This is an optimization exercise on Yosys and OpenROAD, whose aim is small area, a short achievable clock period and few clock cycles per item, not a production implementation.

==> inputs of run X <==
==> flow/design.v (excerpt) <==
module mont_redc_ws #(
    parameter int P_WIDTH  = 64,
    parameter int W_WIDTH  = 32,
    parameter int PD_WIDTH = 2 * P_WIDTH,
    parameter int NUM_W    = P_WIDTH / W_WIDTH
) (
    input  logic                clk,
    input  logic                rst_n,
    input  logic                in_valid,
    output logic                in_ready,
    input  logic [PD_WIDTH-1:0] Mul_in,
    input  logic [P_WIDTH-1:0]  N_in,
    input  logic [W_WIDTH-1:0]  Nprime_in,
    output logic                out_valid,
    input  logic                out_ready,
    output logic [P_WIDTH-1:0]  res_out,
    output logic [P_WIDTH:0]    res_raw_out
);
Settings: LEC_CHECK=0, CAP_MARGIN=20, CORE_MARGIN=2, CORE_UTILIZATION=40, SLEW_MARGIN=60; clock period 16.0 ns.
run.sh (not shown) runs the stock make flow with config.mk's settings and CLKGATE_MAP_FILE= SYNTH_SCRIPT=/design/flow/synth_recipe.tcl, a recipe that flattens the netlist after the stock synthesis.
==> inputs of run Y, as changes to run X <==
--- a/flow/design.v
+++ b/flow/design.v
@@ -41,32 +41,28 @@
             twon[j] <= (bnp[j] == 3'b011) || (bnp[j] == 3'b100);
             negn[j] <= bnp[j][2];
         end
     end
     logic [2:0] bd [4];
-    logic [3:0] one, two, neg, one_a, two_a, neg_a, one_d, two_d, neg_d;
-    logic [3:0] one_x, two_x, neg_x;
+    logic [3:0] one, two, neg, nneg, one_a, two_a, neg_a, one_d, two_d, neg_d;
     logic [7:0] q_d;
     logic       qtop_d;
     for (genvar j = 0; j < 4; j++) begin : g_enc
         assign bd[j] = {q_d[2*j+1], q_d[2*j], (j == 0) ? qtop_d : q_d[2*j-1]};
         assign one_d[j] = bd[j][1] ^ bd[j][0];
         assign two_d[j] = (bd[j] == 3'b011) || (bd[j] == 3'b100);
         assign neg_d[j] = bd[j][2];
-        assign one_a[j] = ~one_x[j] & la_on;
-        assign two_a[j] = ~two_x[j] & la_on;
-        assign neg_a[j] = ~neg_x[j] & la_on;
+        assign nneg[j]  = ~neg[j];
+        assign one_a[j] = one[j] & la_on;
+        assign two_a[j] = two[j] & la_on;
+        assign neg_a[j] = neg[j] & la_on;
     end
     logic [64:0] e0, e1, e2, e3;
-    assign e0[32:0] = (({33{one[0]}} & n_q[32:0]) | ({33{two[0]}} & {n_q[31:0], 1'b0})) ^ {33{neg[0]}};
-    assign e0[64:33] = (({32{~one_x[0]}} & {1'b0, n_q[63:33]}) | ({32{~two_x[0]}} & n_q[63:32])) ^ {32{~neg_x[0]}};
-    assign e1[32:0] = (({33{one[1]}} & n_q[32:0]) | ({33{two[1]}} & {n_q[31:0], 1'b0})) ^ {33{neg[1]}};
-    assign e1[64:33] = (({32{~one_x[1]}} & {1'b0, n_q[63:33]}) | ({32{~two_x[1]}} & n_q[63:32])) ^ {32{~neg_x[1]}};
-    assign e2[32:0] = (({33{one[2]}} & n_q[32:0]) | ({33{two[2]}} & {n_q[31:0], 1'b0})) ^ {33{neg[2]}};
-    assign e2[64:33] = (({32{~one_x[2]}} & {1'b0, n_q[63:33]}) | ({32{~two_x[2]}} & n_q[63:32])) ^ {32{~neg_x[2]}};
-    assign e3[32:0] = (({33{one[3]}} & n_q[32:0]) | ({33{two[3]}} & {n_q[31:0], 1'b0})) ^ {33{neg[3]}};
-    assign e3[64:33] = (({32{~one_x[3]}} & {1'b0, n_q[63:33]}) | ({32{~two_x[3]}} & n_q[63:32])) ^ {32{~neg_x[3]}};
+    assign e0 = (({65{one[0]}} & {1'b0, n_q}) | ({65{two[0]}} & {n_q, 1'b0})) ^ {65{neg[0]}};
+    assign e1 = (({65{one[1]}} & {1'b0, n_q}) | ({65{two[1]}} & {n_q, 1'b0})) ^ {65{neg[1]}};
+    assign e2 = (({65{one[2]}} & {1'b0, n_q}) | ({65{two[2]}} & {n_q, 1'b0})) ^ {65{neg[2]}};
+    assign e3 = (({65{one[3]}} & {1'b0, n_q}) | ({65{two[3]}} & {n_q, 1'b0})) ^ {65{neg[3]}};
     logic [63:0] thi_f, nm_f;
     assign thi_f = r & {64{last}};
     assign nm_f  = n_q & {64{m63l}};
     logic [73:0] ts, tc, x;
     wire t1, t2, t3, t4, t5, t6, t7, t8, t9, t10, t11, t12, t13, t14, t15, t16, t17, t18, t19, t20, t21, t22, t23, t24, t25, t26, t27, t28, t29, t30, t31, t32, t33, t34, t35, t36, t37, t38, t39, t40, t41, t42, t43, t44, t45, t46, t47, t48, t49, t50, t51, t52, t53, t54, t55, t56, t57, t58, t59, t60, t61, t62, t63, t64, t65, t66, t67, t68, t69, t70, t71, t72, t73, t74, t75, t76, t77, t78, t79, t80, t81, t82, t83, t84, t85, t86, t87, t88, t89, t90, t91, t92, t93, t94, t95, t96, t97, t98, t99, t100, t101, t102, t103, t104, t105, t106, t107, t108, t109, t110, t111, t112, t113, t114, t115, t116, t117, t118, t119, t120, t121, t122, t123, t124, t125, t126, t127, t128, t129, t130, t131, t132, t133, t134, t135, t136, t137, t138, t139, t140, t141, t142, t143, t144, t145, t146, t147, t148, t149, t150, t151, t152, t153, t154, t155, t156, t157, t158, t159, t160, t161, t162, t163, t164, t165, t166, t167, t168, t169, t170, t171, t172, t173, t174, t175, t176, t177, t178, t179, t180, t181, t182, t183, t184, t185, t186, t187, t188, t189, t190, t191, t192, t193, t194, t195, t196, t197, t198, t199, t200, t201, t202, t203, t204, t205, t206, t207, t208, t209, t210, t211, t212, t213, t214, t215, t216, t217, t218, t219, t220, t221, t222, t223, t224, t225, t226, t227, t228, t229, t230, t231, t232, t233, t234, t235, t236, t237, t238, t239, t240, t241, t242, t243, t244, t245, t246, t247, t248, t249, t250, t251, t252, t253, t254, t255, t256, t257, t258, t259, t260, t261, t262, t263, t264, t265, t266, t267, t268, t269, t270, t271, t272, t273, t274, t275, t276, t277, t278, t279, t280, t281, t282, t283, t284, t285, t286, t287, t288, t289, t290, t291, t292, t293, t294, t295, t296, t297, t298, t299, t300, t301, t302, t303, t304, t305, t306, t307, t308, t309, t310, t311, t312, t313, t314, t315, t316, t317, t318, t319, t320, t321, t322, t323, t324, t325, t326, t327, t328, t329, t330, t331, t332, t333, t334, t335, t336, t337, t338, t339, t340, t341, t342, t343, t344, t345, t346, t347, t348, t349, t350, t351, t352, t353, t354, t355, t356, t357, t358, t359, t360, t361, t362, t363, t364, t365, t366, t367, t368, t369, t370, t371, t372, t373, t374, t375, t376, t377, t378, t379, t380, t381, t382, t383, t384, t385, t386, t387, t388, t389, t390, t391, t392, t393, t394, t395, t396, t397, t398, t399, t400, t401, t402, t403, t404, t405, t406, t407, t408, t409, t410, t411, t412, t413, t414, t415, t416, t417, t418, t419, t420, t421, t422, t423, t424, t425, t426, t427, t428, t429, t430, t431, t432, t433, t434, t435, t436, t437, t438, t439, t440, t441, t442, t443, t444, t445, t446, t447, t448, t449, t450, t451, t452, t453, t454, t455, t456, t457, t458, t459, t460, t461, t462, t463, t464, t465, t466, t467, t468, t469, t470, t471, t472, t473, t474, t475, t476, t477, t478, t479, t480, t481, t482, t483, t484, t485, t486, t487, t488, t489, t490, t491, t492, t493, t494, t495, t496, t497, t498, t499, t500, t501, t502, t503, t504, t505, t506, t507, t508, t509, t510, t511, t512, t513, t514, t515, t516, t517, t518, t519, t520, t521, t522, t523, t524, t525, t526, t527, t528, t529, t530, t531, t532, t533, t534, t535, t536, t537, t538, t539, t540, t541, t542, t543, t544, t545, t546, t547, t548, t549, t550, t551, t552, t553, t554, t555, t556, t557, t558, t559, t560, t561, t562, t563, t564, t565, t566, t567, t568, t569, t570, t571, t572, t573, t574, t575, t576, t577, t578, t579, t580, t581, t582, t583, t584, t585, t586, t587, t588, t589, t590, t591, t592, t593, t594, t595, t596, t597, t598, t599, t600, t601, t602, t603, t604, t605, t606, t607, t608, t609, t610, t611, t612, t613, t614, t615, t616, t617, t618, t619, t620, t621, t622, t623, t624, t625, t626, t627, t628, t629, t630, t631, t632, t633, t634, t635, t636, t637, t638, t639, t640, t641, t642, t643, t644, t645, t646, t647, t648, t649, t650, t651, t652, t653, t654, t655, t656, t657, t658, t659, t660, t661, t662, t663, t664, t665, t666, t667, t668, t669, t670, t671, t672, t673, t674, t675, t676, t677, t678, t679, t680, t681, t682, t683, t684, t685, t686, t687, t688, t689, t690, t691, t692, t693, t694, t695, t696, t697, t698, t699, t700, t701, t702, t703, t704, t705, t706, t707, t708, t709, t710, t711, t712, t713, t714, t715, t716, t717, t718, t719, t720, t721, t722, t723, t724, t725, t726, t727, t728, t729, t730, t731, t732, t733, t734, t735, t736, t737, t738, t739, t740, t741, t742, t743, t744, t745, t746, t747, t748, t749, t750, t751, t752, t753, t754, t755, t756, t757, t758, t759, t760, t761, t762, t763, t764, t765, t766, t767, t768, t769, t770, t771, t772, t773, t774, t775, t776, t777, t778, t779, t780, t781, t782, t783, t784, t785, t786, t787, t788, t789, t790, t791, t792, t793, t794, t795, t796, t797, t798, t799, t800, t801, t802, t803, t804, t805, t806, t807, t808, t809, t810, t811, t812, t813, t814, t815, t816, t817, t818, t819, t820, t821, t822, t823, t824, t825, t826, t827, t828, t829, t830, t831, t832, t833, t834, t835, t836, t837, t838, t839, t840, t841, t842, t843, t844, t845, t846, t847, t848, t849, t850, t851, t852, t853, t854, t855, t856, t857, t858, t859, t860, t861, t862, t863, t864, t865, t866, t867, t868, t869, t870, t871, t872, t873, t874, t875, t876, t877, t878, t879, t880, t881, t882, t883, t884, t885, t886, t887, t888, t889, t890, t891, t892, t893, t894, t895, t896, t897, t898, t899, t900, t901, t902, t903, t904, t905, t906, t907, t908, t909, t910, t911, t912, t913, t914, t915, t916, t917, t918, t919, t920, t921, t922, t923, t924, t925, t926, t927;
@@ -296,12 +292,12 @@
     assign t224 = e0[64] & e1[62];
     assign t225 = w[65] ^ last ^ thi_f[57];
     assign t226 = (w[65] & last) | (w[65] & thi_f[57]) | (last & thi_f[57]);
     assign t227 = nm_f[57] ^ neg[0] ^ e1[63];
     assign t228 = (nm_f[57] & neg[0]) | (nm_f[57] & e1[63]) | (neg[0] & e1[63]);
-    assign t229 = thi_f[58] ^ nm_f[58] ^ neg_x[0];
-    assign t230 = (thi_f[58] & nm_f[58]) | (thi_f[58] & neg_x[0]) | (nm_f[58] & neg_x[0]);
+    assign t229 = thi_f[58] ^ nm_f[58] ^ nneg[0];
+    assign t230 = (thi_f[58] & nm_f[58]) | (thi_f[58] & nneg[0]) | (nm_f[58] & nneg[0]);
     assign t231 = last ^ thi_f[59];
     assign t232 = last & thi_f[59];
     assign t233 = w[4] ^ neg[2];
     assign t234 = w[4] & neg[2];
     assign t235 = w[5] ^ e0[5];
@@ -552,20 +548,20 @@
     assign t480 = (e2[62] & e3[60]) | (e2[62] & t228) | (e3[60] & t228);
     assign t481 = nm_f[59] ^ neg[1] ^ t231;
     assign t482 = (nm_f[59] & neg[1]) | (nm_f[59] & t231) | (neg[1] & t231);
     assign t483 = t230 ^ e2[63] ^ e3[61];
     assign t484 = (t230 & e2[63]) | (t230 & e3[61]) | (e2[63] & e3[61]);
-    assign t485 = thi_f[60] ^ nm_f[60] ^ neg_x[1];
-    assign t486 = (thi_f[60] & nm_f[60]) | (thi_f[60] & neg_x[1]) | (nm_f[60] & neg_x[1]);
+    assign t485 = thi_f[60] ^ nm_f[60] ^ nneg[1];
+    assign t486 = (thi_f[60] & nm_f[60]) | (thi_f[60] & nneg[1]) | (nm_f[60] & nneg[1]);
     assign t487 = t232 ^ e2[64] ^ e3[62];
     assign t488 = (t232 & e2[64]) | (t232 & e3[62]) | (e2[64] & e3[62]);
     assign t489 = last ^ thi_f[61] ^ nm_f[61];
     assign t490 = (last & thi_f[61]) | (last & nm_f[61]) | (thi_f[61] & nm_f[61]);
     assign t491 = neg[2] ^ e3[63];
     assign t492 = neg[2] & e3[63];
-    assign t493 = thi_f[62] ^ nm_f[62] ^ neg_x[2];
-    assign t494 = (thi_f[62] & nm_f[62]) | (thi_f[62] & neg_x[2]) | (nm_f[62] & neg_x[2]);
+    assign t493 = thi_f[62] ^ nm_f[62] ^ nneg[2];
+    assign t494 = (thi_f[62] & nm_f[62]) | (thi_f[62] & nneg[2]) | (nm_f[62] & nneg[2]);
     assign t495 = last ^ thi_f[63];
     assign t496 = last & thi_f[63];
     assign t497 = w[2] ^ neg[1];
     assign t498 = w[2] & neg[1];
     assign t499 = w[3] ^ e0[3];
@@ -848,12 +844,12 @@
     assign t776 = (t488 & t631) | (t488 & t630) | (t631 & t630);
     assign t777 = t492 ^ t633 ^ t632;
     assign t778 = (t492 & t633) | (t492 & t632) | (t633 & t632);
     assign t779 = t494 ^ t635 ^ t634;
     assign t780 = (t494 & t635) | (t494 & t634) | (t635 & t634);
-    assign t781 = neg_x[3] ^ t496 ^ t636;
-    assign t782 = (neg_x[3] & t496) | (neg_x[3] & t636) | (t496 & t636);
+    assign t781 = nneg[3] ^ t496 ^ t636;
+    assign t782 = (nneg[3] & t496) | (nneg[3] & t636) | (t496 & t636);
     assign t783 = la_on ^ neg_a[2];
     assign t784 = la_on & neg_a[2];
     assign t785 = la_on ^ (((onen[0] & wx[13]) | (twon[0] & wx[12])) ^ negn[0]);
     assign t786 = la_on & (((onen[0] & wx[13]) | (twon[0] & wx[12])) ^ negn[0]);
     assign t787 = la_on ^ neg_a[3] ^ (((onen[0] & wx[14]) | (twon[0] & wx[13])) ^ negn[0]);
@@ -1236,13 +1232,10 @@
         q_q  <= q_d;
         qtop <= qtop_d;
         one  <= one_d;
         two  <= two_d;
         neg  <= neg_d;
-        one_x <= ~one_d;
-        two_x <= ~two_d;
-        neg_x <= ~neg_d;
     end
     always_ff @(posedge clk) begin
         if (!rst_n) begin
             last <= 1'b0;
             m63l <= 1'b0;
==> inputs of run D, as changes to run X <==
Settings changed: CORE_UTILIZATION 40 to 60.
==> run summary <==
run status=no timing/DRC/antenna violations; data arrival time of the critical path=between 7 and 8 ns; worst hold margin=between 0.5 and 0.6 ns; Critical Path Slowest Stage Cell=sky130_fd_sc_hd__dfxtp_4; Non-clock buffering overhead=0.0973; GRT met2 Usage=0.417; non-clock inverter count=634; clock network latency to the later pin of the worst-skew pair=between 0.5 and 0.6 ns; Sequential cell area=0.00677 mm2; data required time of the critical path=approximately 16 ns; top achievable clock speed=approximately 140 MHz; simple-gate share of the synthesized area=0.0672
(the above is from run X)
==> run summary <==
GRT met2 Usage=0.407; Sequential cell area=0.00653 mm2; simple-gate share of the synthesized area=0.0671; run status=no timing/DRC/antenna violations; non-clock inverter count=570; data required time of the critical path=16.35 ns; data arrival time of the critical path=between 7 and 8 ns
(the above is from run Y)
==> run summary <==
DP Area=~0.037 mm2; top achievable clock speed=138 MHz; data arrival time of the critical path=between 7 and 8 ns; worst hold margin=0.524 ns; Critical Path Slowest Stage Cell=sky130_fd_sc_hd__dfxtp_4; simple-gate share of the synthesized area=0.0672; run status=no timing/DRC/antenna violations; sequential share of the synthesized area=0.200; cells taking the most area after synthesis=sky130_fd_sc_hd__fa_1, sky130_fd_sc_hd__edfxtp_1, sky130_fd_sc_hd__xnor2_1, sky130_fd_sc_hd__dfxtp_1, sky130_fd_sc_hd__ha_1; clock network latency to the later pin of the worst-skew pair=0.64 ns; non-clock inverter count=roughly 630; Non-clock buffering overhead=0.100; final count of pins violating max slew=0; data required time of the critical path=16.35 ns
(the above is from run D)
No functional check of the RTL was part of any run of this note.

==> what the ideal ports hide <==
No port has a modelled driver above. Below, the same layouts with a new extraction and two added sets of constraints.
Step 1, drivers: a clkbuf_16 drives clk and a buf_2 each remaining input, both assumed.
Step 2 moves the port delays by t, midway between the first and last clock arrival at a register: inputs arrive t later, outputs are due t later. That takes back most of the time a late clock gives input paths.
Three values: no drivers, after step 1, after step 2; two values: the first two.
run | shift t [ns] | setup slack, ns | worst hold slack (ns)
run X | 0.625 | 8.937 / 8.937 / 8.937 | 0.511 / 0.511 / 0.511
run Y | 0.668 | 8.635 / 8.635 / 8.635 | 0.506 / 0.506 / 0.506
run D | 0.674 | 8.752 / 8.752 / 8.752 | 0.524 / 0.524 / 0.524
After both steps setup and hold are still met in every run listed.
